This is an optimization exercise on Yosys and OpenROAD, whose aim is small area and a short achievable clock period, not a production implementation.
In this exercise RTL edits were held to simulation tests only and were not proved equivalent to the original.

## flow/design.v (module list and top-level ports; edited modules follow where they fit)
// module rand_range_mapper: 172 lines
// module rrm_mul_cs: 655 lines
module rand_range_mapper #(
   parameter int unsigned FIFO_DEPTH  = 16,
   parameter int unsigned ADDR_SIZE   = 4,
   parameter int unsigned RANGE_WIDTH = 16
) (
   input  logic                   clk,
   input  logic                   reset_n,
   input  logic [31:0]            rand_in,
   input  logic                   rand_in_valid,
   input  logic [RANGE_WIDTH-1:0] range_in,
   input  logic                   range_load,
   output logic                   busy,
   output logic [RANGE_WIDTH-1:0] out_data,
   output logic                   out_valid,
   input  logic                   out_ready,
   output logic [ADDR_SIZE:0]     fifo_level,
   output logic [15:0]            drop_count,
   output logic [15:0]            reject_count
);
  // ...
==> flow/run.sh <==
#!/bin/bash
# synth_recipe.tcl (not shown) runs the flow's synth.tcl, then flattens the netlist and writes it again
# the make line also repeats each setting of config.mk as NAME=value (left out here)
make -C /OpenROAD-flow-scripts/flow DESIGN_CONFIG=/design/flow/config.mk WORK_HOME=/design/flow/orfs CLKGATE_MAP_FILE= SYNTH_SCRIPT=/design/flow/synth_recipe.tcl finish
==> flow/config.mk <==
export PLATFORM = sky130hd
export DESIGN_NAME = rand_range_mapper
export DESIGN_NICKNAME = rand_range_mapper
export VERILOG_FILES = /design/flow/design.v
export SDC_FILE = /design/flow/constraint.sdc
export NUM_CORES = 4
export LEC_CHECK = 0
export ABC_AREA = 1
export CAP_MARGIN = 20
export CORE_MARGIN = 2
export CORE_UTILIZATION = 40
export SETUP_SLACK_MARGIN = 5
export SLEW_MARGIN = 20
==> flow/constraint.sdc <==
create_clock -name core_clock -period 10.0 [get_ports {clk}]
set_input_delay 2.0000 -clock core_clock [delete_from_list [all_inputs] [get_ports {clk}]]
set_output_delay 2.0000 -clock core_clock [all_outputs]
set_load 0.01 [all_outputs]
==> results.yml, run 1 <==
outcome:
  outcome: "complete, no violations"
finish:
  n_all_buffers: 196
  final_cell_area_mm2: 0.0522
  diodes: 0
  regArea_mm2: 0.0233
  most-common-layout-cells: "sky130_fd_sc_hd__edfxtp_1, sky130_fd_sc_hd__nand2_1, sky130_fd_sc_hd__inv_1"
  multi_input_cells: 2884
  fraction_of_area_in_multi_input_gates_pct: 38.9
  nClkBuffers: 115
  leading_cell_type_in_the_layout_fill_and_taps_excluded: "sky130_fd_sc_hd__edfxtp_1"
  layout.area.top_class: "registers"
synth:
  yosys.area_share.adder_pct: 13.9
  syn-num-nets: 4822
  synth_top_family_by_area: "adder cells"
  synthArstFlopShare_pct: 12.6
place:
  post-place-cells: 5857
  dpl-instance-area_mm2: 0.0489
  detailed_place_hpwl_um: 89200
timing:
  fin_crit_sh_pct: 49.9
clock_tree:
  cts_repair_resize_count: 6
  clkSinkCount: 791
  postCtsSetupBuffers: 12
setup_path:
  critical_path.endpoint: "cs3_q[38]"
  cp_slowest_cell: "sky130_fd_sc_hd__clkdlybuf4s50_1"
  cpPeakStageDelay_ps: 680
  worst_setup_path_end_kind: "flip-flop"
  worst_setup_path_start_kind: "input pin"
grt:
  grtUsageMet1_pct: 30.4
job:
  cap_violations: 0
floorplanning:
  die_y_um: 344
  floorplan.rows: 124
  core_area_mm2: 0.115
routing:
  route.detailed.drc: 0
  route.met2.wl_um: 66100
==> module rand_range_mapper, before the edit <==
module rand_range_mapper #(
   parameter int unsigned FIFO_DEPTH  = 16,
   parameter int unsigned ADDR_SIZE   = 4,
   parameter int unsigned RANGE_WIDTH = 16
) (
   input  logic                   clk,
   input  logic                   reset_n,
   input  logic [31:0]            rand_in,
   input  logic                   rand_in_valid,
   input  logic [RANGE_WIDTH-1:0] range_in,
   input  logic                   range_load,
   output logic                   busy,
   output logic [RANGE_WIDTH-1:0] out_data,
   output logic                   out_valid,
   input  logic                   out_ready,
   output logic [ADDR_SIZE:0]     fifo_level,
   output logic [15:0]            drop_count,
   output logic [15:0]            reject_count
);
   localparam int unsigned RamDepth = FIFO_DEPTH - 2;
   logic                   busy_q;
   logic [RANGE_WIDTH-1:0] range_q;
   logic [RANGE_WIDTH-1:0] rem_q;       
   logic [4:0]             iter_q;
   logic [RANGE_WIDTH-1:0] out_data_q;
   logic                   out_valid_q;
   logic [31:0]            ram [RamDepth];
   logic [3:0]             wr_ptr_q;
   logic [3:0]             rd_ptr_q;
   logic [ADDR_SIZE:0]     level_q;
   logic [31:0]            head_q;
   logic [31:0]            second_q;
   logic [31:0]            head_d;
   logic [31:0]            second_d;
   logic [31:0]            mul_x;
   logic                   empty;
   logic                   full;
   logic                   ge2;
   logic                   ge3;
   logic                   pop;
   logic                   push;
   logic                   ram_we;
   logic                   head_ld;
   logic                   second_ld;
   logic                   cs_en;
   logic [ADDR_SIZE:0]     level_inc;
   logic [ADDR_SIZE:0]     level_dec;
   logic [47:0] cs0_d, cs0_q;
   logic [47:0] cs1_d, cs1_q;
   logic [47:0] cs2_d, cs2_q;
   logic [47:0] cs3_d, cs3_q;
   logic [47:0] s1, c1;
   logic [47:0]            sum_s;       
   logic [47:0]            sum_c;
   logic [47:0]            prod;
   logic                   c32;
   logic [31:0]            tk;
   logic [31:0]            v_s;
   logic [32:0]            v_c;
   logic [32:0]            v_lo;
   logic [RANGE_WIDTH-1:0] result;
   logic                   accept;
   logic [RANGE_WIDTH:0]   rem_dbl;
   logic [RANGE_WIDTH-1:0] rem_next;
   always_comb begin
      level_inc = level_q + 1'b1;
      level_dec = level_q - 1'b1;
      empty     = (level_q == '0);
      full      = level_q[ADDR_SIZE];
      ge2       = (level_q[ADDR_SIZE:1] != '0);
      ge3       = ge2 && (level_q != (ADDR_SIZE+1)'(2));
      pop       = !busy_q && !range_load && !empty && (!out_valid_q || out_ready);
      push      = rand_in_valid && (!full || pop);
      ram_we    = push && (pop ? ge3 : ge2);
      head_ld   = pop || empty;
      second_ld = pop || !ge2;
      head_d    = ge2 ? second_q : rand_in;
      second_d  = ge3 ? ram[rd_ptr_q] : rand_in;
      mul_x     = (busy_q && !empty) ? head_q : head_d;
      cs_en     = busy_q || head_ld;
   end
   rrm_mul_cs u_mul (.x(mul_x), .n(range_q), .r0(cs0_d), .r1(cs1_d), .r2(cs2_d), .r3(cs3_d));
   always_comb begin
      s1     = cs0_q ^ cs1_q ^ cs2_q;
      c1     = {(cs0_q[46:0] & cs1_q[46:0]) | (cs0_q[46:0] & cs2_q[46:0]) | (cs1_q[46:0] & cs2_q[46:0]), 1'b0};
      sum_s  = s1 ^ c1 ^ cs3_q;
      sum_c  = {(s1[46:0] & c1[46:0]) | (s1[46:0] & cs3_q[46:0]) | (c1[46:0] & cs3_q[46:0]), 1'b0};
      prod   = sum_s + sum_c;
      c32    = 1'((33'(sum_s[31:0]) + 33'(sum_c[31:0])) >> 32);
      tk     = {16'hFFFF, ~rem_q};
      v_s    = sum_s[31:0] ^ sum_c[31:0] ^ tk;
      v_c    = {(sum_s[31:0] & sum_c[31:0]) | (sum_s[31:0] & tk) | (sum_c[31:0] & tk), 1'b1};
      v_lo   = 33'(v_s) + 33'(v_c[31:0]);
      accept = v_lo[32] ^ v_c[32] ^ c32;
      result = (range_q == '0) ? head_q[RANGE_WIDTH-1:0] : prod[47:32];
   end
   always_comb begin
      rem_dbl = {rem_q, 1'b0};
      if (rem_dbl >= {1'b0, range_q}) rem_next = RANGE_WIDTH'(rem_dbl - {1'b0, range_q});
      else                            rem_next = rem_dbl[RANGE_WIDTH-1:0];
   end
   always_ff @(posedge clk) begin
      if (ram_we) ram[wr_ptr_q] <= rand_in;
   end
   always_ff @(posedge clk) begin
      if (head_ld)   head_q   <= head_d;
      if (second_ld) second_q <= second_d;
      if (cs_en) begin
      cs0_q <= cs0_d;
      cs1_q <= cs1_d;
      cs2_q <= cs2_d;
      cs3_q <= cs3_d;
      end
   end
   always_ff @(posedge clk or negedge reset_n) begin
      if (!reset_n) begin
         wr_ptr_q <= '0;
         rd_ptr_q <= '0;
         level_q  <= '0;
      end else begin
         if (ram_we) wr_ptr_q <= (wr_ptr_q == 4'(RamDepth - 1)) ? 4'd0 : wr_ptr_q + 4'd1;
         if (pop && ge3) rd_ptr_q <= (rd_ptr_q == 4'(RamDepth - 1)) ? 4'd0 : rd_ptr_q + 4'd1;
         if (push != pop) level_q <= push ? level_inc : level_dec;
      end
   end
   always_ff @(posedge clk or negedge reset_n) begin
      if (!reset_n) begin
         busy_q      <= 1'b0;
         range_q     <= '0;
         rem_q       <= '0;
         iter_q      <= '0;
         out_data_q  <= '0;
         out_valid_q <= 1'b0;
      end else begin
         if (range_load) begin
            busy_q  <= 1'b1;
            range_q <= range_in;
            rem_q   <= RANGE_WIDTH'(range_in[RANGE_WIDTH-1:1] != '0);
            iter_q  <= '0;
         end else if (busy_q) begin
            rem_q  <= rem_next;
            iter_q <= iter_q + 5'd1;
            if (iter_q == 5'd31) busy_q <= 1'b0;
         end
         if (range_load) begin
            out_valid_q <= 1'b0;
         end else if (pop && accept) begin
            out_data_q  <= result;
            out_valid_q <= 1'b1;
         end else if (out_ready) begin
            out_valid_q <= 1'b0;
         end
      end
   end
   logic [15:0] drop_q;
   logic [15:0] reject_q;
   always_ff @(posedge clk or negedge reset_n) begin
      if (!reset_n) begin
         drop_q   <= '0;
         reject_q <= '0;
      end else begin
         if (rand_in_valid && !push && (drop_q != 16'hFFFF)) drop_q <= drop_q + 16'd1;
         if (pop && !accept && (reject_q != 16'hFFFF)) reject_q <= reject_q + 16'd1;
      end
   end
   assign drop_count   = drop_q;
   assign reject_count = reject_q;
   assign busy       = busy_q;
   assign out_data   = out_data_q;
   assign out_valid  = out_valid_q;
   assign fifo_level = level_q;
endmodule
==> inputs of run 2 (changes only) <==
--- a/flow/design.v
+++ b/flow/design.v
@@ -45,2 +45,7 @@
    logic                   cs_en;
+   logic [ADDR_SIZE:0]     level_next;
+   logic                   busy_next;
+   logic                   sel_h_q;     
+   logic                   sel_s_q;     
+   logic                   sel_ni_q;    
    logic [ADDR_SIZE:0]     level_inc;
@@ -78,4 +83,6 @@
       second_d  = ge3 ? ram[rd_ptr_q] : rand_in;
-      mul_x     = (busy_q && !empty) ? head_q : head_d;
+      mul_x     = ({32{sel_h_q}} & head_q) | ({32{sel_s_q}} & second_q) | ({32{!sel_ni_q}} & rand_in);
       cs_en     = busy_q || head_ld;
+      level_next = (push != pop) ? (push ? level_inc : level_dec) : level_q;
+      busy_next  = range_load || (busy_q && (iter_q != 5'd31));
    end
@@ -119,2 +126,5 @@
          level_q  <= '0;
+         sel_h_q  <= 1'b0;
+         sel_s_q  <= 1'b0;
+         sel_ni_q <= 1'b0;
       end else begin
@@ -122,3 +132,6 @@
          if (pop && ge3) rd_ptr_q <= (rd_ptr_q == 4'(RamDepth - 1)) ? 4'd0 : rd_ptr_q + 4'd1;
-         if (push != pop) level_q <= push ? level_inc : level_dec;
+         level_q  <= level_next;
+         sel_h_q  <= busy_next && (level_next != '0);
+         sel_s_q  <= !(busy_next && (level_next != '0)) && (level_next[ADDR_SIZE:1] != '0);
+         sel_ni_q <= (busy_next && (level_next != '0)) || (level_next[ADDR_SIZE:1] != '0);
       end
==> flow/flow/run.sh (new file) <==
#!/bin/bash
# Own flow: the standard layout (standard.sh: standard synthesis, floorplan, place, CTS,
# route, finish), with two changes to how the layout is made:
#  - port buffers are buf_4 cells (buffer_ports -buffer_cell) instead of the default delay buffer;
#  - the timing repair steps aim for 6 ns of setup slack at the 10 ns clock (SETUP_SLACK_MARGIN).
# make's full output goes to flow_make.log here; each tool's own log is under orfs/logs/.
set -euo pipefail
export SETUP_SLACK_MARGIN=6
export BUFFER_PORTS_ARGS="-buffer_cell sky130_fd_sc_hd__buf_4"
bash standard.sh > flow_make.log 2>&1
==> flow/standard.sh (new file) <==
#!/bin/bash
# synth_recipe.tcl (not shown) runs the flow's synth.tcl, then flattens the netlist and writes it again
# the make line also repeats each setting of config.mk as NAME=value (left out here)
make -C /OpenROAD-flow-scripts/flow DESIGN_CONFIG=/design/flow/config.mk WORK_HOME=/design/flow/orfs CLKGATE_MAP_FILE= SYNTH_SCRIPT=/design/flow/synth_recipe.tcl "${@:-finish}"
--- a/flow/config.mk
+++ b/flow/config.mk
@@ -11,3 +11,2 @@
 export CORE_UTILIZATION = 40
-export SETUP_SLACK_MARGIN = 5
 export SLEW_MARGIN = 20
removed: flow/run.sh
==> results.yml, run 2 <==
floorplanning:
  core_area_mm2: 0.116
  initial_standard_cell_utilization_of_the_core_pct: 40.2
  fp.dieArea_mm2: 0.119
  floorplan.rows: 125
  fp.dieW_um: 345
  die_y_um: 345
  design.portCount: 108
synth:
  synth.mux.area_fraction_pct: 0
  post-synth-top-area-fraction_pct: 44.5
  yosys.area_share.simple_pct: 12.2
  synth_top_family_by_area: "adder cells"
  synth_enable_flop_cells: 691
  synthesis.yosys.warnings: 1
  synth_sequential_area_ratio_pct: 50.1
  synth_compound_gate_area_share_pct: 11.7
  flip_flop_cell_with_the_highest_count_after_synthesis: "sky130_fd_sc_hd__edfxtp_1"
  post-synth-top-area-cell: "sky130_fd_sc_hd__edfxtp_1"
  post_synth_xor_area_fraction_pct: 5.68
  post_synth_num_cell_types: 61
  synthesized_instance_count: 4452
  yosysMostFrequentCell: "sky130_fd_sc_hd__nand2_1"
  ys_seq_elements: 794
  yosys.area_share.adder_pct: 13.9
  ys_top_cells_by_area: "sky130_fd_sc_hd__edfxtp_1, sky130_fd_sc_hd__fa_1, sky130_fd_sc_hd__nand2_1"
  synthesis.area_mm2: 0.0466
  synth.cells.most_frequent: "sky130_fd_sc_hd__nand2_1, sky130_fd_sc_hd__edfxtp_1, sky130_fd_sc_hd__inv_1, sky130_fd_sc_hd__nor2_1, sky130_fd_sc_hd__o21ai_0"
  syn-num-nets: 4880
  synth_area_per_inst_um2: 10.5
  synthArstFlopShare_pct: 13.0
grt:
  grt_start_max_net_pins: 128
  antenna_violations_before_repair: 2
  grt_pass1_vias: 34100
  grt_util_all_layers_pct: 23.7
  overflow: 0
  grt_pass1_wl_um: 215000
setup_path:
  worstPathRequired_ps: 10390
  timing.critical_path.arrival_ps: 4340
  worst_setup_path_start_kind: "input pin"
  worst_setup_path_end_kind: "flip-flop"
  path_cells: "buf_4, inv_8, nor2_4, a221oi_4, buf_4, o22ai_1, xor2_1, fa_1, inv_1, fa_2"
  cp.buffers_inverters: 4
  path_max_fanout: 17
  cp_common_cell: "sky130_fd_sc_hd__buf_4"
  critical-path-top-delay-family: "adder cells"
  path_class: "in -> reg"
  cpPeakStageDelay_ps: 560
  cp_slowest_cell: "sky130_fd_sc_hd__fa_1"
clock_tree:
  number_of_buffers_on_the_longest_clock_path: 3
  holdBufCountCts: 0
  clock_latency_ps: 680
  clk_root_buffer_cell: "sky130_fd_sc_hd__clkbuf_16"
  htree_num_levels: 3
  clkSlewWorstSetupHoldPaths_ps: 60
  numCtsBuffers: 85
  tritoncts_clock_tree: "yes"
  clkSinkCount: 794
job:
  cap_violations: 0
timing:
  timing.max_slew.rel_slack_pct: 29.0
  finalSetupTns_ps: 0
  rsz0062_at_grt: "yes"
  worst_clock_skew_ps: 39.4
  finalSetupViolations: 0
  max_slew.worst_pin.slew_ps: 1060
  f_max_ghz: 0.253
  final_max_slew_viol_count: 0
  min_period_ps: 3950
  fin_crit_sh_pct: 39.5
  finalHoldViolCount: 0
finish:
  max_flop_register: "ram"
  largestRegisters: "ram (448), cs0_q (47), cs1_q (47)"
  largest_register_ffs: 448
  diodes: 0
  leading_cell_type_in_the_layout_fill_and_taps_excluded: "sky130_fd_sc_hd__nand2_1"
  synthToLayoutAreaGrowth_pct: 17.7
  most-common-layout-cells: "sky130_fd_sc_hd__nand2_1, sky130_fd_sc_hd__edfxtp_1, sky130_fd_sc_hd__inv_1"
  nNetsFinal: 5003
  post_route_cells_drive_above_1_share_pct: 15.9
routing:
  drtPass1Iterations: 6
  routed_via_density: 5.56
  antenna_left: 0
  route.detailed.drc: 0
  vias: 34300
  routed_wire_length_per_instance_um: 23.2
  detailedRoute.firstIterationViolations: 3724
  wl_um: 143000
place:
  port_buffers: 107
  gp_routability_congestion: 0.905
  detailed_place_hpwl_um: 94500
outcome:
  outcome: "complete, no violations"
hold_path:
  worst_hold_path_type: "reg -> reg"
run 2: final cells by class:
type	count	area, um2
fill	10400	61000
sequential	794	23300
multi-input combinational	2915	22000
timing repair buffer	258	2430
inverter	521	2210
clock buffer	98	2180
tap	1524	1910
clock inverter	61	806
run 2: cells by family (layout without fill, tap and decap cells):
logic type	after synthesis	count (layout)
flops	794	794
fa+ha+maj	375	375
xor+xnor	302	302
compound gates	874	874
buf+inv	758	938
simple gates	1349	1364
run 2: worst min-delay path, stage by stage, from the launching register on:
cell,delay [ps]
sky130_fd_sc_hd__dfrtp_1,340
sky130_fd_sc_hd__nand2_1,50
sky130_fd_sc_hd__nand2_1,50
run 2: what timing repair did:
action,CTS,global route
gates cloned,14,1
setup buffers,67,16
pin swaps,33,29
resized for setup,40,62
setup endpoints to repair,580,502
run 2: path summary, 6_finish.rpt:
kind,cells after the start,endpoint,slack [ps],start
min in group asynchronous,1,out_valid_q,1300,reset_n
max in group asynchronous,2,rd_ptr_q[0],7220,reset_n
worst min register to register,2,out_data_q[1],480,out_data_q[1]
worst max register to register,9,cs3_q[22],6100,range_q[9]
worst max-delay path,10,cs3_q[19],6050,rand_in[7]
worst min-delay path,2,out_data_q[1],480,out_data_q[1]
run 2: stage by stage:
step	cells	hold slack (ps)	instance area [um2]	util [%]	setup WS [ps]
2_1_floorplan	4452	423	48100	-	5540
3_3_place_gp	5908	468	50100	43.3	4490
3_5_place_dp	5914	466	50200	43.3	4490
4_1_cts	6154	484	54300	46.9	6000
5_1_grt	6171	497	54900	47.3	5940
6_report	6171	482	54900	47.3	6050
run 2: per-layer routing:
| layer | GRT usage, % | part of all wire [%] |
|---|---|---|
| met3 | 4.76 | 8.4 |
| met1 | 30.9 | 40 |
| met4 | 10.5 | 5.0 |
| met5 | 0 | 0 |
| met2 | 38.2 | 46 |

afterwards: timing with drivers on the ports:
The flow's constraints put no driver on any port. The routed layouts listed below were extracted and timed again, unchanged, in two steps.
Step 1 sets driving cells, clkbuf_16 on the clock port and buf_2 on the other inputs (assumed; they add their load-dependent delay and slew).
Step 2 adds t to the input delays and takes it off the output delays; t is the mean of the earliest and latest rising clock arrival at the registers after step 1. Input paths then give back, and output paths get back, about the clock's delay inside the block.
Three values: no drivers, after step 1, after step 2; two values: the first two.
| run | t, ns | setup slack, ns | clock arrival spread, ns | slew at the worst register clock pin (ns) | worst slew at a driven data input, ns |
|---|---|---|---|---|---|
| run 1 | 0.732 | 5.013 / 5.055 / 4.324 | 0.046 / 0.045 | 0.06 / 0.06 | 0.06 |
| run 2 | 0.720 | 6.049 / 6.082 / 5.361 | 0.039 / 0.039 | 0.07 / 0.07 | 0.07 |
After both steps every run listed still meets setup and hold. The setup slack of run 1, which loses most, moves by +0.042 ns with the drivers and by -0.689 ns with both steps.
